Source: an optimization exercise on an open RTL-to-GDS flow (aim: small area, a short achievable clock period and few clock cycles). Production flows keep margins and buffers that such runs may drop.
In this exercise RTL edits were held to simulation tests only and were not proved equivalent to the original.

## flow/design.v

```verilog
package fbtt_pkg;
   localparam int MaxTracks = 32;
   localparam int MaxBoxes  = 32;
   localparam int CoordBits = 12;
   localparam int AreaBits = 25;
   localparam int SideBits = 13;
   localparam int PermBits = 10;
   localparam int CntBits  = 6;
   localparam int SumBits  = 30;
   localparam logic [CntBits-1:0] CountMax = {CntBits{1'b1}};
   localparam logic [SumBits-1:0] SumMax   = {SumBits{1'b1}};
   localparam logic [9:0]         PerMille = 10'd1000;
   localparam logic [2:0] CsrMinArea   = 3'd0;
   localparam logic [2:0] CsrMinSide   = 3'd1;
   localparam logic [2:0] CsrOverlap   = 3'd2;
   localparam logic [2:0] CsrMissLimit = 3'd3;
   localparam logic [2:0] CsrRetire    = 3'd4;
   localparam logic [2:0] CsrStable    = 3'd5;
   localparam logic [2:0] CsrStableMin = 3'd6;
   typedef struct packed {
      logic [11:0] box_x;
      logic [11:0] box_y;
      logic [12:0] box_w;
      logic [12:0] box_h;
      logic [24:0] contour_area;
      logic        box_present;
      logic        frame_end;
   } req_type;
   typedef struct packed {
      logic [11:0] stable_x;
      logic [11:0] stable_y;
      logic [12:0] stable_w;
      logic [12:0] stable_h;
      logic        stable_valid;
      logic [29:0] fore_area_sum;
      logic        boxes_dropped;
      logic        last_result;
   } rsp_type;
   typedef enum logic [3:0] {
      ST_IDLE,
      ST_SUM_RD,
      ST_SUM_ACC,
      ST_TRK_RD,
      ST_BOX_RD,
      ST_CMP1,
      ST_CMP2,
      ST_TRK_WR,
      ST_NEW_RD,
      ST_NEW_WR,
      ST_EMIT_RD,
      ST_EMIT_CHK,
      ST_EMIT_OUT,
      ST_DONE
   } state_type;
endpackage
module fbtt_lowest #(
   parameter int N = 32
) (
   input  logic [N-1:0] v,
   output logic [N-1:0] sel
);
   assign sel[0] = v[0];
   for (genvar i = 1; i < N; i++) begin : g_bit
      assign sel[i] = v[i] & ~|v[i-1:0];
   end
endmodule
module fbtt_first #(
   parameter int N = 32
) (
   input  logic [N-1:0]   c,
   input  logic [N*N-1:0] prec_t,
   output logic [N-1:0]   sel
);
   for (genvar i = 0; i < N; i++) begin : g_sel
      assign sel[i] = c[i] & ~|(c & prec_t[i*N +: N]);
   end
endmodule
module fbtt_enc32 (
   input  logic [31:0] oh,
   output logic [4:0]  idx
);
   always_comb begin
      idx = '0;
      for (int i = 0; i < 32; i++) begin
         if (oh[i]) idx = idx | 5'(i);
      end
   end
endmodule
module fbtt_atmost1 (
   input  logic [31:0] v,
   output logic        ok
);
   logic [31:0] a, m;
   always_comb begin
      a = v;
      m = '0;
      for (int w = 16; w >= 1; w = w / 2) begin
         for (int i = 0; i < w; i++) begin
            m[i] = m[2*i] | m[2*i+1] | (a[2*i] & a[2*i+1]);
            a[i] = a[2*i] | a[2*i+1];
         end
      end
      ok = !m[0];
   end
endmodule
module fbtt_csa #(
   parameter int R = 3,
   parameter int W = 8
) (
   input  logic [R*W-1:0] rows,
   output logic [W-1:0]   s,
   output logic [W-1:0]   c
);
   function automatic int rows_at(input int lvl);
      int n;
      n = R;
      for (int i = 0; i < 16; i++) begin
         if (i < lvl && n > 2) n = (n / 3) * 2 + (n % 3);
      end
      rows_at = n;
   endfunction
   function automatic int levels(input int dummy);
      int n, k;
      n = R;
      k = 0;
      for (int i = 0; i < 16; i++) begin
         if (n > 2) begin
            n = (n / 3) * 2 + (n % 3);
            k = k + 1;
         end
      end
      levels = k;
   endfunction
   localparam int L = levels(0);
   localparam int RW = R * W;
   logic [(L+1)*RW-1:0] lv;
   assign lv[RW-1:0] = rows;
   for (genvar l = 0; l < L; l++) begin : g_l
      localparam int N  = rows_at(l);
      localparam int G  = N / 3;
      localparam int N2 = rows_at(l + 1);
      for (genvar g = 0; g < G; g++) begin : g_g
         logic [W-1:0] a, b, d, m;
         assign a = lv[l*RW + (3*g)*W +: W];
         assign b = lv[l*RW + (3*g+1)*W +: W];
         assign d = lv[l*RW + (3*g+2)*W +: W];
         assign m = (a & b) | (a & d) | (b & d);
         assign lv[(l+1)*RW + (2*g)*W +: W]   = a ^ b ^ d;
         assign lv[(l+1)*RW + (2*g+1)*W +: W] = {m[W-2:0], 1'b0};
      end
      for (genvar k = 0; k < N % 3; k++) begin : g_k
         assign lv[(l+1)*RW + (2*G+k)*W +: W] = lv[l*RW + (3*G+k)*W +: W];
      end
      if (N2 < R) begin : g_pad
         assign lv[(l+1)*RW + N2*W +: (R-N2)*W] = '0;
      end
   end
   assign s = lv[L*RW +: W];
   if (R > 1) begin : g_c2
      assign c = lv[L*RW + W +: W];
   end else begin : g_c1
      assign c = '0;
   end
endmodule
module fbtt_mul13_cs (
   input  logic [12:0] a,
   input  logic [12:0] b,
   output logic [25:0] s,
   output logic [25:0] c
);
   logic [13*26-1:0] rows;
   for (genvar j = 0; j < 13; j++) begin : g_pp
      assign rows[j*26 +: 26] = b[j] ? (26'(a) << j) : 26'd0;
   end
   fbtt_csa #(.R(13), .W(26)) u_csa (.rows(rows), .s(s), .c(c));
endmodule
import fbtt_pkg::*;
module foreground_box_track_table_unit (
   input  logic        clock,
   input  logic        reset,
   input  logic        req_valid,
   output logic        req_ready,
   input  logic [76:0] req_data,
   output logic        rsp_valid,
   input  logic        rsp_ready,
   output logic [82:0] rsp_data,
   input  logic        csr_valid,
   output logic        csr_ready,
   input  logic [2:0]  csr_index,
   input  logic [31:0] csr_data
);
   localparam int NS = 32;    
   localparam int BW = 50;    
   logic [24:0] min_area_ff, stable_min_ff;
   logic [12:0] min_side_ff;
   logic [9:0]  overlap_ff;
   logic [5:0]  miss_limit_ff, retire_ff, stable_cnt_ff;
   assign csr_ready = 1'b1;
   always_ff @(posedge clock) begin
      if (reset) begin
         min_area_ff   <= 25'd100;
         min_side_ff   <= 13'd15;
         overlap_ff    <= 10'd950;
         miss_limit_ff <= 6'd10;
         retire_ff     <= 6'd20;
         stable_cnt_ff <= 6'd40;
         stable_min_ff <= 25'd250;
      end else if (csr_valid) begin
         case (csr_index)
            3'd0: min_area_ff   <= csr_data[24:0];
            3'd1: min_side_ff   <= csr_data[12:0];
            3'd2: overlap_ff    <= csr_data[9:0];
            3'd3: miss_limit_ff <= csr_data[5:0];
            3'd4: retire_ff     <= csr_data[5:0];
            3'd5: stable_cnt_ff <= csr_data[5:0];
            3'd6: stable_min_ff <= csr_data[24:0];
            default: ;
         endcase
      end
   end
   logic [NS*BW-1:0] cur_q, nxt_q;
   logic [NS-1:0]    cdeg_q, ndeg_q, big_q, nbig_q;
   logic [NS*6-1:0]  hits_q, miss_q;
   logic [NS-1:0]    v_q, pend_q, mat_q;
   logic [NS*NS-1:0] prec_t;
   logic [NS-1:0]    ins;    
   for (genvar i = 0; i < NS; i++) begin : g_ord_i
      assign prec_t[i*NS+i] = 1'b0;
      for (genvar j = i + 1; j < NS; j++) begin : g_ord_j
         logic i_first;    
         always_ff @(posedge clock) begin
            if (ins[j])      i_first <= 1'b1;
            else if (ins[i]) i_first <= 1'b0;
         end
         assign prec_t[j*NS+i] = i_first;
         assign prec_t[i*NS+j] = ~i_first;
      end
   end
   logic [76:0] q_d0, q_d1;
   logic [1:0]  q_cnt;
   logic        q_push, q_pop;
   logic        q_nfull;    
   assign req_ready = q_nfull;
   assign q_push = req_valid && req_ready;
   always_ff @(posedge clock) begin
      if (reset) begin
         q_cnt   <= '0;
         q_nfull <= 1'b1;
      end else begin
         q_nfull <= !((q_cnt == 2'd2 && !q_pop) || (q_cnt == 2'd1 && q_push && !q_pop));
         case ({q_push, q_pop})
            2'b10: begin
               if (q_cnt == 2'd0) q_d0 <= req_data;
               else q_d1 <= req_data;
               q_cnt <= q_cnt + 2'd1;
            end
            2'b01: begin
               q_d0  <= q_d1;
               q_cnt <= q_cnt - 2'd1;
            end
            2'b11: begin
               if (q_cnt == 2'd1) q_d0 <= req_data;
               else begin
                  q_d0 <= q_d1;
                  q_d1 <= req_data;
               end
            end
            default: ;
         endcase
      end
   end
   logic           b_v, b_isbox, b_fe, b_drop, b_deg;
   logic [BW-1:0]  b_box;
   logic [12:0]    b_w, b_h;
   logic [5:0]     nbox_q;
   logic           b_load, b_leave, b_pass;
   logic           barrier_q;
   logic           c_accept;
   logic [11:0] h_x, h_y;
   logic [12:0] h_w, h_h, h_x1, h_y1;
   logic        h_keep;
   assign h_x  = q_d0[76:65];
   assign h_y  = q_d0[64:53];
   assign h_w  = q_d0[52:40];
   assign h_h  = q_d0[39:27];
   assign h_x1 = {1'b0, h_x} + h_w;
   assign h_y1 = {1'b0, h_y} + h_h;
   assign h_keep = q_d0[1] && (q_d0[26:2] >= min_area_ff) &&
                   (h_w >= min_side_ff) && (h_h >= min_side_ff);
   assign b_pass  = b_v && (b_isbox || b_fe) && !barrier_q && c_accept;
   assign b_leave = b_pass || (b_v && !b_isbox && !b_fe && !(b_drop && barrier_q));
   assign b_load  = (q_cnt != 2'd0) && (!b_v || b_leave);
   assign q_pop   = b_load;
   always_ff @(posedge clock) begin
      if (reset) begin
         b_v    <= 1'b0;
         nbox_q <= '0;
      end else begin
         if (b_load) begin
            b_v     <= 1'b1;
            b_isbox <= h_keep && (nbox_q != 6'd32);
            b_drop  <= h_keep && (nbox_q == 6'd32);
            b_fe    <= q_d0[0];
            b_box   <= {h_x, h_y, h_x1, h_y1};
            b_deg   <= !((h_x1 > {1'b0, h_x}) && (h_y1 > {1'b0, h_y}));
            b_w     <= h_w;
            b_h     <= h_h;
            if (q_d0[0]) nbox_q <= '0;
            else if (h_keep && (nbox_q != 6'd32)) nbox_q <= nbox_q + 6'd1;
         end else if (b_leave) begin
            b_v <= 1'b0;
         end
      end
   end
   logic [NS-1:0] isect;
   for (genvar s = 0; s < NS; s++) begin : g_isect
      logic [11:0] tx, ty;
      logic [12:0] tx1, ty1;
      assign tx  = cur_q[s*BW+38 +: 12];
      assign ty  = cur_q[s*BW+26 +: 12];
      assign tx1 = cur_q[s*BW+13 +: 13];
      assign ty1 = cur_q[s*BW+0  +: 13];
      assign isect[s] = v_q[s] && !cdeg_q[s] &&
                        (tx1[12:3] >= {1'b0, b_box[49:41]}) && (b_box[25:16] >= {1'b0, tx[11:3]}) &&
                        (ty1[12:3] >= {1'b0, b_box[37:29]}) && (b_box[12:3] >= {1'b0, ty[11:3]});
   end
   logic           c_v, c_isbox, c_fe, c_deg;
   logic [BW-1:0]  c_box;
   logic [NS-1:0]  c_rem, c_pick;
   logic           c_last, c_issue, c_ok, c_fe_only, c_fedone, c_one, one_ld, one_nx;
   logic [NS-1:0]  isect_m;
   logic [4:0]     c_idx;
   logic [BW-1:0]  c_tbox;
   logic [12:0]    c_w, c_h;
   logic           em_busy, rc_busy;
   logic [29:0]    sum_q;
   logic           ovf_q;
   logic           pipe_empty;
   fbtt_lowest #(.N(NS)) u_c_low (.v(c_rem), .sel(c_pick));
   fbtt_enc32 u_c_enc (.oh(c_pick), .idx(c_idx));
   assign c_last = c_one;
   fbtt_atmost1 u_one_ld (.v(isect_m), .ok(one_ld));
   fbtt_atmost1 u_one_nx (.v(c_rem & ~c_pick), .ok(one_nx));
   assign c_ok      = !c_fe || !rc_busy;
   assign c_fe_only = c_fe && !c_isbox;
   assign c_issue   = c_v && !c_fe_only && c_ok && !rc_busy;
   assign c_fedone  = c_v && c_fe_only && c_ok && pipe_empty;
   assign c_accept  = !c_v || (c_issue && c_last) || c_fedone;
   assign isect_m   = (b_isbox && !b_deg) ? (isect & ~mat_q) : '0;
   always_comb begin
      c_tbox = '0;
      for (int s = 0; s < NS; s++) begin
         c_tbox = c_tbox | (cur_q[s*BW +: BW] & {BW{c_pick[s]}});
      end
   end
   logic fe_clear;    
   always_ff @(posedge clock) begin
      if (reset) begin
         c_v       <= 1'b0;
         barrier_q <= 1'b0;
      end else begin
         if (b_pass) begin
            c_v     <= 1'b1;
            c_isbox <= b_isbox;
            c_fe    <= b_fe;
            c_deg   <= b_deg;
            c_box   <= b_box;
            c_w     <= b_w;
            c_h     <= b_h;
            c_rem   <= isect_m;
            c_one   <= one_ld;
         end else if (c_issue) begin
            c_rem <= c_rem & ~c_pick;
            c_one <= one_nx;
            if (c_last) c_v <= 1'b0;
         end else if (c_fedone) begin
            c_v <= 1'b0;
         end
         if (b_pass && b_fe) barrier_q <= 1'b1;
         else if (fe_clear) barrier_q <= 1'b0;
      end
   end
   logic           f1_v, f2_v, f3_v, d_v;
   logic [4:0]     f1_idx, f2_idx, f3_idx, d_idx;
   logic           f1_hc, f2_hc, f3_hc, d_hc;
   logic           f1_last, f2_last, f3_last, d_last;
   logic           f1_isbox, f2_isbox, f3_isbox, d_isbox;
   logic           f1_fe, f2_fe, f3_fe, d_fe;
   logic           f1_deg, f2_deg, f3_deg, d_deg;
   logic [BW-1:0]  f1_b, f2_b, f3_b, d_box;
   logic           d_big;
   logic [BW-1:0]  f1_a;
   logic [12:0]    f1_w, f1_h;
   logic [12:0]    f2_dxi, f2_dyi, f2_dxu, f2_dyu;
   logic [25:0]    f2_as, f2_ac, f3_area;
   logic [25:0]    f3_is, f3_ic, f3_es, f3_ec;
   logic [37:0]    d_s, d_c;
   logic           f1_rc, f2_rc, f3_rc;
   logic [4:0]     f1_ridx, f2_ridx, f3_ridx, rc_idx1;
   logic           f3_big;
   assign f3_big = (f3_area > 26'(stable_min_ff));
   assign pipe_empty = !f1_v && !f2_v && !f3_v && !d_v;
   logic [12:0] ax, ay, ax1, ay1, bx, by, bx1, by1;
   logic [12:0] xaa, xab, xba, xbb, yaa, yab, yba, ybb;
   logic        cx1, cx0, cy1, cy0;
   logic [12:0] dxi, dyi, dxu, dyu;
   assign ax  = {1'b0, f1_a[49:38]};
   assign ay  = {1'b0, f1_a[37:26]};
   assign ax1 = f1_a[25:13];
   assign ay1 = f1_a[12:0];
   assign bx  = {1'b0, f1_b[49:38]};
   assign by  = {1'b0, f1_b[37:26]};
   assign bx1 = f1_b[25:13];
   assign by1 = f1_b[12:0];
   assign xaa = ax1 - ax;
   assign xab = ax1 - bx;
   assign xba = bx1 - ax;
   assign xbb = bx1 - bx;
   assign yaa = ay1 - ay;
   assign yab = ay1 - by;
   assign yba = by1 - ay;
   assign ybb = by1 - by;
   assign cx1 = (ax1 < bx1);
   assign cx0 = (ax > bx);
   assign cy1 = (ay1 < by1);
   assign cy0 = (ay > by);
   assign dxi = cx1 ? (cx0 ? xaa : xab) : (cx0 ? xba : xbb);
   assign dxu = cx1 ? (cx0 ? xbb : xba) : (cx0 ? xab : xaa);
   assign dyi = cy1 ? (cy0 ? yaa : yab) : (cy0 ? yba : ybb);
   assign dyu = cy1 ? (cy0 ? ybb : yba) : (cy0 ? yab : yaa);
   logic f1_ok;
   assign f1_ok = (ax1 > bx) && (bx1 > ax) && (ay1 > by) && (by1 > ay);
   logic [25:0] f1_as, f1_ac, f2_is, f2_ic, f2_es, f2_ec;
   fbtt_mul13_cs u_mul_area (.a(f1_w), .b(f1_h), .s(f1_as), .c(f1_ac));
   fbtt_mul13_cs u_mul_inter (.a(f2_dxi), .b(f2_dyi), .s(f2_is), .c(f2_ic));
   fbtt_mul13_cs u_mul_encl (.a(f2_dxu), .b(f2_dyu), .s(f2_es), .c(f2_ec));
   localparam int FR = 27;
   logic [FR*38-1:0] f3_rows;
   logic [37:0]      f3_s, f3_c;
   assign f3_rows[0*38 +: 38] = 38'(f3_is) << 10;
   assign f3_rows[1*38 +: 38] = ~(38'(f3_is) << 4);
   assign f3_rows[2*38 +: 38] = ~(38'(f3_is) << 3);
   assign f3_rows[3*38 +: 38] = 38'(f3_ic) << 10;
   assign f3_rows[4*38 +: 38] = ~(38'(f3_ic) << 4);
   assign f3_rows[5*38 +: 38] = ~(38'(f3_ic) << 3);
   for (genvar j = 0; j < 10; j++) begin : g_ovl
      assign f3_rows[(6+j)*38 +: 38]  = ~(overlap_ff[j] ? (38'(f3_es) << j) : 38'd0);
      assign f3_rows[(16+j)*38 +: 38] = ~(overlap_ff[j] ? (38'(f3_ec) << j) : 38'd0);
   end
   assign f3_rows[26*38 +: 38] = 38'd23;
   fbtt_csa #(.R(FR), .W(38)) u_ratio (.rows(f3_rows), .s(f3_s), .c(f3_c));
   logic [30:0] sum_add;
   assign sum_add = {1'b0, sum_q} + 31'(f3_area);
   always_ff @(posedge clock) begin
      if (reset) begin
         f1_v <= 1'b0;
         f2_v <= 1'b0;
         f3_v <= 1'b0;
         d_v  <= 1'b0;
         sum_q <= '0;
         ovf_q <= 1'b0;
      end else begin
         f1_v <= c_issue;
         f2_v <= f1_v;
         f3_v <= f2_v;
         d_v  <= f3_v;
         if (fe_clear) begin
            sum_q <= '0;
            ovf_q <= 1'b0;
         end else begin
            if (f3_v && f3_last && f3_isbox)
               sum_q <= sum_add[30] ? 30'h3fffffff : sum_add[29:0];
            if (b_leave && b_drop) ovf_q <= 1'b1;
         end
      end
      f1_hc <= (c_rem != '0);  f1_idx <= c_idx;  f1_last <= c_last;
      f1_isbox <= c_isbox;  f1_fe <= c_fe;  f1_deg <= c_deg;  f1_b <= c_box;
      f1_a  <= c_tbox;
      f1_w  <= rc2_v ? e_w : c_w;
      f1_h  <= rc2_v ? e_h : c_h;
      f1_rc <= rc2_v;  f1_ridx <= rc_idx2;
      f2_rc <= f1_rc;  f2_ridx <= f1_ridx;
      f3_rc <= f2_rc;  f3_ridx <= f2_ridx;
      f2_hc <= f1_hc && f1_ok;  f2_idx <= f1_idx;  f2_last <= f1_last;
      f2_isbox <= f1_isbox;  f2_fe <= f1_fe;  f2_deg <= f1_deg;  f2_b <= f1_b;
      f2_dxi <= dxi;
      f2_dyi <= dyi;
      f2_dxu <= dxu;
      f2_dyu <= dyu;
      f2_as  <= f1_as;
      f2_ac  <= f1_ac;
      f3_hc <= f2_hc;  f3_idx <= f2_idx;  f3_last <= f2_last;
      f3_isbox <= f2_isbox;  f3_fe <= f2_fe;  f3_deg <= f2_deg;  f3_b <= f2_b;
      f3_is <= f2_is;
      f3_ic <= f2_ic;
      f3_es <= f2_es;
      f3_ec <= f2_ec;
      f3_area <= f2_as + f2_ac;
      d_hc <= f3_hc;  d_idx <= f3_idx;  d_last <= f3_last;
      d_isbox <= f3_isbox;  d_fe <= f3_fe;  d_deg <= f3_deg;  d_box <= f3_b;
      d_big <= f3_big;
      d_s   <= f3_s;
      d_c   <= f3_c;
   end
   logic [NS-1:0] mv_q, d_dec, avail_m, avail_n, sel_m, sel_n, d_sel, d_free, free_low;
   logic [NS-1:0] mat_e, pend_e;
   logic [37:0]   d_sum;
   logic          d_match, d_do, d_any, d_assign, d_pend, d_fifo;
   logic          d2_v, d2_fe, d2_fifo, d2_deg, d2_big;
   logic [NS-1:0] d2_asel, d2_psel;
   logic [BW-1:0] d2_box;
   assign d_sum   = d_s + d_c;
   assign d_match = d_hc && !d_sum[37];
   always_comb begin
      d_dec = '0;
      d_dec[d_idx] = d_hc;
   end
   assign mat_e   = mat_q | d2_asel;
   assign pend_e  = pend_q | d2_psel;
   assign avail_m = (mv_q | d_dec) & ~mat_e;
   assign avail_n = mv_q & ~mat_e;
   fbtt_first #(.N(NS)) u_d_first_m (.c(avail_m), .prec_t(prec_t), .sel(sel_m));
   fbtt_first #(.N(NS)) u_d_first_n (.c(avail_n), .prec_t(prec_t), .sel(sel_n));
   assign d_sel  = d_match ? sel_m : sel_n;
   assign d_any  = d_match ? (avail_m != '0) : (avail_n != '0);
   assign d_free = ~v_q & ~pend_e;
   fbtt_lowest #(.N(NS)) u_free_low (.v(d_free), .sel(free_low));
   assign d_do     = d_v && d_last && d_isbox;
   assign d_assign = d_do && d_any;
   assign d_pend   = d_do && !d_any && (d_free != '0);
   assign d_fifo   = d_do && !d_any && (d_free == '0);
   always_ff @(posedge clock) begin
      if (reset) begin
         mv_q    <= '0;
         d2_v    <= 1'b0;
         d2_asel <= '0;
         d2_psel <= '0;
         d2_fifo <= 1'b0;
      end else begin
         if (d_v) mv_q <= d_last ? '0 : (mv_q | (d_match ? d_dec : '0));
         d2_v    <= d_v && d_last;
         d2_asel <= d_assign ? d_sel : '0;
         d2_psel <= d_pend ? free_low : '0;
         d2_fifo <= d_fifo;
      end
      d2_fe  <= d_fe;
      d2_box <= d_box;
      d2_deg <= d_deg;
      d2_big <= d_big;
   end
   logic [BW:0]  fifo_mem [32];
   logic [5:0]   fifo_wp, fifo_rp;
   logic [BW:0]  fifo_head;
   assign fifo_head = fifo_mem[fifo_rp[4:0]];
   always_ff @(posedge clock) begin
      if (d2_fifo) fifo_mem[fifo_wp[4:0]] <= {d2_box, d2_deg};
   end
   localparam logic [2:0] FE_IDLE = 3'd0, FE_UPD = 3'd1, FE_DRAIN = 3'd2, FE_FIN = 3'd3,
                          FE_WAIT = 3'd4;
   logic [2:0] fe_st;
   logic       fe_upd, fe_fin, drain, drain_drop_q, es_start;
   assign fe_upd = (fe_st == FE_UPD);
   assign fe_fin = (fe_st == FE_FIN);
   assign drain  = (fe_st == FE_DRAIN);
   assign fe_clear = (fe_upd && (fifo_wp == '0)) || fe_fin;
   always_ff @(posedge clock) begin
      if (reset) begin
         fe_st        <= FE_IDLE;
         fifo_wp      <= '0;
         fifo_rp      <= '0;
         drain_drop_q <= 1'b0;
      end else begin
         if (d2_fifo) fifo_wp <= fifo_wp + 6'd1;
         case (fe_st)
            FE_IDLE:  if ((d2_v && d2_fe) || c_fedone) fe_st <= em_busy ? FE_WAIT : FE_UPD;
            FE_WAIT:  if (!em_busy) fe_st <= FE_UPD;
            FE_UPD:   fe_st <= (fifo_wp == '0) ? FE_IDLE : FE_DRAIN;
            FE_DRAIN: begin
               if (d_free == '0) drain_drop_q <= 1'b1;
               fifo_rp <= fifo_rp + 6'd1;
               if (fifo_rp + 6'd1 == fifo_wp) fe_st <= FE_FIN;
            end
            default: fe_st <= FE_IDLE;
         endcase
         if (fe_clear) begin
            fifo_wp      <= '0;
            fifo_rp      <= '0;
            drain_drop_q <= 1'b0;
         end
      end
   end
   logic [NS-1:0] nxt_we, pend_set;
   logic [BW:0]   wbus;
   logic          wbig;
   assign pend_set = d2_psel | ((drain && d_free != '0) ? free_low : '0);
   assign nxt_we   = d2_asel | pend_set;
   assign ins      = pend_set;
   assign wbus     = drain ? fifo_head : {d2_box, d2_deg};
   assign wbig     = d2_big;
   logic [NS-1:0] rc_rem, rc_low, rc_sel1;
   logic          rc1_v, rc2_v;
   logic [4:0]    rc_idx2;
   logic [NS-1:0] big_we;
   logic          big_wd;
   for (genvar s = 0; s < NS; s++) begin : g_slot
      logic [5:0] hits, miss, nh, nm;
      logic       keepm, keepu, commit_pend, upd_m, kill;
      assign hits = hits_q[s*6 +: 6];
      assign miss = miss_q[s*6 +: 6];
      assign nh = (hits == 6'd63) ? hits : hits + 6'd1;
      assign nm = (miss == 6'd63) ? miss : miss + 6'd1;
      logic keepm_q, keepu_q;
      always_ff @(posedge clock) begin
         keepm_q <= (nh <= retire_ff);
         keepu_q <= (nm <= miss_limit_ff);
      end
      assign keepm = keepm_q;
      assign keepu = keepu_q;
      assign commit_pend = (fe_upd || fe_fin) && pend_q[s];
      assign upd_m = fe_upd && v_q[s] && mat_q[s] && keepm;
      assign kill  = fe_upd && v_q[s] && (mat_q[s] ? !keepm : !keepu);
      always_ff @(posedge clock) begin
         if (reset) begin
            v_q[s]    <= 1'b0;
            pend_q[s] <= 1'b0;
            mat_q[s]  <= 1'b0;
         end else begin
            if (commit_pend) v_q[s] <= 1'b1;
            else if (kill) v_q[s] <= 1'b0;
            if (commit_pend) pend_q[s] <= 1'b0;
            else if (pend_set[s]) pend_q[s] <= 1'b1;
            if (fe_upd) mat_q[s] <= 1'b0;
            else if (d2_asel[s]) mat_q[s] <= 1'b1;
         end
         if (nxt_we[s]) begin
            nxt_q[s*BW +: BW] <= wbus[BW:1];
            ndeg_q[s]         <= wbus[0];
            nbig_q[s]         <= wbig;
         end
         if (upd_m || commit_pend) begin
            cur_q[s*BW +: BW] <= nxt_q[s*BW +: BW];
            cdeg_q[s]         <= ndeg_q[s];
         end
         if (upd_m) big_q[s] <= nbig_q[s];
         else if (big_we[s]) big_q[s] <= big_wd;
         if (upd_m) hits_q[s*6 +: 6] <= nh;
         else if (commit_pend) hits_q[s*6 +: 6] <= '0;
         if (upd_m || commit_pend) miss_q[s*6 +: 6] <= '0;
         else if (fe_upd && v_q[s] && !mat_q[s]) miss_q[s*6 +: 6] <= nm;
      end
   end
   logic [NS-1:0] stable, es_rem, e_sel, e1_sel;
   logic          es_act, e1_v, e1_last, e1_zero, e_take, rsp_free, e1_adv;
   logic          e2_v, e2_last, e2_zero;
   logic [BW-1:0] e2_box;
   logic [29:0]   esum_q;
   logic          eovf_q;
   logic          rsp_v_q;
   logic [82:0]   rsp_q;
   logic [NS-1:0] mux_sel;
   logic [BW-1:0] e_box;
   logic          e_load;
   for (genvar s = 0; s < NS; s++) begin : g_stable
      assign stable[s] = v_q[s] && big_q[s] && (hits_q[s*6 +: 6] > stable_cnt_ff);
   end
   fbtt_first #(.N(NS)) u_e_first (.c(es_rem), .prec_t(prec_t), .sel(e_sel));
   logic es_one;
   fbtt_atmost1 u_es_one (.v(es_rem), .ok(es_one));
   assign rsp_free = !rsp_v_q || rsp_ready;
   assign e_take   = e2_v && rsp_free;
   assign e1_adv   = e1_v && (!e2_v || e_take);
   assign e_load   = es_act && (!e1_v || e1_adv);
   assign em_busy  = es_start || es_act || e1_v || e2_v;
   assign mux_sel = (e1_v ? e1_sel : '0) | (rc1_v ? rc_sel1 : '0);
   always_comb begin
      e_box = '0;
      for (int s = 0; s < NS; s++) begin
         e_box = e_box | (cur_q[s*BW +: BW] & {BW{mux_sel[s]}});
      end
   end
   logic [12:0] e_w, e_h;
   assign e_w = e2_box[25:13] - {1'b0, e2_box[49:38]};
   assign e_h = e2_box[12:0] - {1'b0, e2_box[37:26]};
   always_ff @(posedge clock) begin
      if (reset) begin
         es_start <= 1'b0;
         es_act   <= 1'b0;
         e1_v     <= 1'b0;
         e2_v     <= 1'b0;
         rsp_v_q  <= 1'b0;
      end else begin
         es_start <= fe_clear;
         if (es_start) begin
            es_rem <= stable;
            es_act <= 1'b1;
         end else if (e_load) begin
            es_rem <= es_rem & ~e_sel;
            if (es_one) es_act <= 1'b0;
         end
         if (e_load) e1_v <= 1'b1;
         else if (e1_adv) e1_v <= 1'b0;
         if (e1_adv) e2_v <= 1'b1;
         else if (e_take) e2_v <= 1'b0;
         if (e_take) rsp_v_q <= 1'b1;
         else if (rsp_ready) rsp_v_q <= 1'b0;
      end
      if (e_load) begin
         e1_sel  <= e_sel;
         e1_zero <= (es_rem == '0);
         e1_last <= es_one;
      end
      if (e1_adv || rc1_v) e2_box <= e_box;
      if (e1_adv) begin
         e2_zero <= e1_zero;
         e2_last <= e1_last;
      end
      if (fe_clear) begin
         esum_q <= sum_q;
         eovf_q <= ovf_q || drain_drop_q;
      end
      if (e_take) begin
         if (e2_zero)
            rsp_q <= {12'd0, 12'd0, 13'd0, 13'd0, 1'b0, esum_q, eovf_q, 1'b1};
         else
            rsp_q <= {e2_box[49:38], e2_box[37:26], e_w, e_h, 1'b1, esum_q, eovf_q, e2_last};
      end
   end
   assign rsp_valid = rsp_v_q;
   assign rsp_data  = rsp_q;
   fbtt_lowest #(.N(NS)) u_rc_low (.v(rc_rem), .sel(rc_low));
   fbtt_enc32 u_rc_enc (.oh(rc_sel1), .idx(rc_idx1));
   logic rc_busy_q;
   assign rc_busy = rc_busy_q;
   assign big_wd  = f3_big;
   always_comb begin
      big_we = '0;
      big_we[f3_ridx] = f3_rc;
   end
   always_ff @(posedge clock) begin
      if (reset) begin
         rc_rem <= '0;
         rc1_v  <= 1'b0;
         rc2_v  <= 1'b0;
         rc_busy_q <= 1'b0;
      end else begin
         rc_busy_q <= (csr_valid && csr_index == 3'd6) || (rc_rem != '0) || rc1_v || rc2_v ||
                      f1_rc || f2_rc;
         rc2_v <= rc1_v;
         if (csr_valid && csr_index == 3'd6) rc_rem <= v_q;
         else rc_rem <= rc_rem & ~rc_low;
         rc1_v <= (rc_rem != '0);
      end
      rc_sel1 <= rc_low;
      rc_idx2 <= rc_idx1;
   end
endmodule
```

## flow/flow/run.sh

```bash
#!/bin/bash
# Standard layout, with timing repair aimed 8 ns inside the clock period (the
# clock and constraints stay the design's). All tool output goes to
# standard.log here; ORFS keeps its per-step logs under orfs/logs.
set -euo pipefail
bash standard.sh SETUP_SLACK_MARGIN=8 finish > standard.log 2>&1
```

## flow/standard.sh

```bash
#!/bin/bash
# synth_recipe.tcl (not shown) runs the flow's synth.tcl, then flattens the netlist and writes it again
# the make line also repeats each setting of config.mk as NAME=value (left out here)
make -C /OpenROAD-flow-scripts/flow DESIGN_CONFIG=/design/flow/config.mk WORK_HOME=/design/flow/orfs CLKGATE_MAP_FILE= SYNTH_SCRIPT=/design/flow/synth_recipe.tcl "${@:-finish}"
```

## flow/config.mk

```make
export PLATFORM = sky130hd
export DESIGN_NAME = foreground_box_track_table_unit
export DESIGN_NICKNAME = foreground_box_track_table_unit
export VERILOG_FILES = /design/flow/design.v
export SDC_FILE = /design/flow/constraint.sdc
export NUM_CORES = 4
export LEC_CHECK = 0
export CAP_MARGIN = 30
export CORE_MARGIN = 2
export CORE_UTILIZATION = 40
export SLEW_MARGIN = 25
```

## flow/constraint.sdc

```tcl
create_clock -name core_clock -period 12.5 [get_ports {clock}]
set_input_delay 2.5000 -clock core_clock [delete_from_list [all_inputs] [get_ports {clock}]]
set_output_delay 2.5000 -clock core_clock [all_outputs]
set_load 0.01 [all_outputs]
```

==> impl_metrics.toml <==
[pwr]
power_w = 0.102
p_per_area_nw_per_um2 = 237
power.leakage_nw = 161
ir_drop_mv = 0.721

[timing]
skew_ns = 0.160
drv_slew = 16
finalSetupViolations = 0
rsz0062_at_grt = "yes"
slew_headroom_pct = -7.82
min_period_ns = 5.07
tns_ns = 0
fin_crit_sh_pct = 40.5
worst_pin_slew_ns = 1.62
clock.fmax_mhz = 197
report.final.hold_viol_count = 0

[floorplan]
fp.dieH_um = 963
initial_core_util_pct = 40.1
die_area_sq_um = 928000
rows = 352
pin_count = 203
die_x_um = 963
fp.coreArea_sq_um = 918000

[clock_tree]
cts_hold_buffers = 0
htree_num_levels = 6
root_buffer = "clkbuf_16"
clock_latency_ns = 1.26
cts_tree = "built"
clock-sinks = 7588
cts_made_buffers = 835
clk_pin_slew_ns = 0.07
cts.path.max_buffers = 5

[critical_path]
cp.arrival_ns = 5.95
crit_family = "simple AND/OR/NAND/NOR gates"
critPathBufInv = 3
max_stage_delay_ns = 0.98
cp_max_fo = 15
worst_ep_required_time_ns = 13.38
critPathCaptureType = "flip-flop"
worstSetupPathType = "flip-flop to flip-flop"
cp-start-kind = "flip-flop"
crit_path_cell_trace = "buf_4 > clkinv_2 > buf_4 > o22ai_1 > a221oi_1 > nand4_1 > nor2_2 > o32ai_1"
cp_common_cell = "buf_4"
critical-path-slowest-cell = "nand4_1"

[placed_design]
place_area_sq_um = 393000
place_congestion = 1.17
io_buffers = 194
dpl.hpwl_um = 1400000

[finish]
fin_util_pct = 46.8
seqCellArea_sq_um = 209000
syn_to_final_growth_pct = 16.7
final_nets = 33600
drive_gt1_share_pct = 14.7
fillers = 81700
multi_input_area_sq_um = 151000
final_area_sq_um = 430000

[grt]
grt_pass1_vias = 274000
grt_pass1_wl_um = 2700000
track_usage_pct = 44.1
antenna_found_initial = 405
grt_max_degree = 124
grt.overflow.total = 0

[logic_synthesis]
ys_seq_elements = 7588
synthesis.area_sq_um = 368000
async_reset_ff_share_pct = 0
yosys.cell_types.count = 108
syn-num-nets = 32300
ys_warn_count = 3
synth_area_per_cell_sq_um = 12.7
yosysSeqAreaShare_pct = 56.8
synthCells = 28900
ys.flop_type = "edfxtp_1"
synth_edf_count = 5730

[drt]
drt_wl_total_um = 2110000
drt_iter0_drc = 53700
firstDrtPassIters = 22
ant_nets = 4
drc = 0
avgViaCountPerCell = 6.94
vias = 303000
post_drt_wl_per_cell_um = 48.5

[job]
drv_cap = 1

[outcome]
so_faults = "antenna rules, capacitance limit, slew limit"
outcome = "finished with violations"

[hold_path]
min_path_type = "flip-flop to flip-flop"
-- stage by stage --
stage	setup WS (ns)	hold slack, ns	cells
after detailed placement	6.13	0.312	41200
after CTS	7.68	0.291	42900
after global placement	6.20	0.311	41100
final	7.43	0.280	43600
after floorplan	7.47	0.310	28900
after global routing	7.57	0.284	43200
-- cell type report --
| class | instances | share of cell area (%) |
|---|---|---|
| Sequential cell | 7588 | 48.8 |
| Multi-Input combinational cell | 18000 | 35.2 |
| Clock buffer | 1093 | 5.38 |
| Timing Repair Buffer | 1669 | 3.82 |
| Tap cell | 12200 | 3.56 |
| Inverter | 2035 | 1.79 |
| Clock inverter | 449 | 1.14 |
| Antenna cell | 565 | 0.329 |
-- path summary, 6_finish.rpt --
check / from / endpoint / slack (ns) / cells after the start
worst min register to register: nxt_q[1027] / cur_q[1027] / 0.28 / 0
worst max-delay path: es_rem[22] / es_rem[2] / 7.43 / 8
worst max register to register: es_rem[22] / es_rem[2] / 7.43 / 8
worst min-delay path: nxt_q[1027] / cur_q[1027] / 0.28 / 0
-- cells by family after synthesis --
| logic type | share of synthesized area, % |
|---|---|
| simple gates | 9.92 |
| compound gates | 11.3 |
| fa+ha+maj | 13.2 |
| other cells | 0.00102 |
| flops | 56.8 |
| xor+xnor | 0.828 |
| mux | 4.43 |
| buf+inv | 3.42 |
-- cell usage after synthesis, types with 845 or more instances --
library cell | instances | area (sq um)
edfxtp_1 | 5730 | 172000
ha_1 | 2405 | 30100
nand2_1 | 2347 | 8810
inv_1 | 2025 | 7600
dfxtp_1 | 1858 | 37200
nor2_1 | 1273 | 4780
clkbuf_1 | 1056 | 3960
a21oi_1 | 989 | 4950
fa_1 | 924 | 18500
and2_1 | 887 | 5550
a22oi_1 | 861 | 6460
o21ai_0 | 845 | 4230
-- report_power, final --
part	internal (W)	switching, W
Combinational	0.0189	0.0260
Clock	0.0148	0.0111
Sequential	0.0295	0.00157
-- layout by cell type (no fill, tap or decap), types with 367 or more instances in the layout --
| cell | n |
|---|---|
| mux4_2 | 511 |
| nand4_1 | 589 |
| a22oi_1 | 857 |
| o22ai_1 | 580 |
| nand3_1 | 501 |
| dfxtp_1 | 1771 |
| o21ai_0 | 750 |
| a221oi_1 | 694 |
| fa_1 | 840 |
| nor3_1 | 367 |
| nor2_1 | 1208 |
| nand2_1 | 2280 |
| ha_1 | 2395 |
| inv_1 | 1905 |
| clkbuf_16 | 868 |
| a22o_1 | 409 |
| buf_4 | 1100 |
| a21oi_1 | 949 |
| and2_1 | 805 |
| edfxtp_1 | 5730 |
| diode_2 | 565 |
-- flip-flops by register name, summed over array words and instances, names as in the netlist, 77 cells and up, named ones only --
name	count
miss_q	192
fifo_mem	1632
cur_q	1600
g_ord_i.g_ord_j.i_first	496
rsp_q	83
q_d1	77
q_d0	77
nxt_q	1600
hits_q	192
-- timing repair --
action | CTS | global route
pin swaps | 208 | 123
resized for setup | 711 | 267
setup endpoints to repair | 4747 | 955
gates cloned | 48 | 16
setup buffers | 136 | 77
-- worst register-to-register path: stages (launching register included) --
cell	delay, ns
edfxtp_1	0.36
buf_4	0.23
clkinv_2	0.45
buf_4	0.69
o22ai_1	0.19
a221oi_1	0.85
nand4_1	0.98
nor2_2	0.89
o32ai_1	0.14
-- metal layers --
| metal | global-route usage (%) | vias up | routed length [um] | share of wire (%) |
|---|---|---|---|---|
| li1 | - | 112000 | - | - |
| met1 | 51.7 | 153000 | 730000 | 35 |
| met2 | 61.2 | 28100 | 850000 | 40 |
| met3 | 20.1 | 9360 | 297000 | 14 |
| met4 | 37.5 | 140 | 234000 | 11 |
| met5 | 1.50 | - | 3000 | 0.14 |
Testbench counts, summed over its fixed seeds: cycles 6,958.

[port drivers added, routing unchanged]
In the flow no input, the clock included, has a driving cell. The finished layout below was timed again as built, in two steps. Step 1 assumes that a clkbuf_16 drives the clock port and a buf_2 every other input. Step 2, shift: input delay + t, output delay - t, t = (earliest + latest rising clock arrival at the registers) / 2. This alone moves slack from input paths to output paths. Three values: ideal ports, drivers, drivers and shift; two values: the first two.
t, ns: 1.335
slack for setup (ns): 7.433 / 7.433 / 6.811
worst slew at a driven data input, ns: 0.17
For this run, drivers alone change the setup slack by 0.000 ns; drivers and shift together by -0.622 ns.
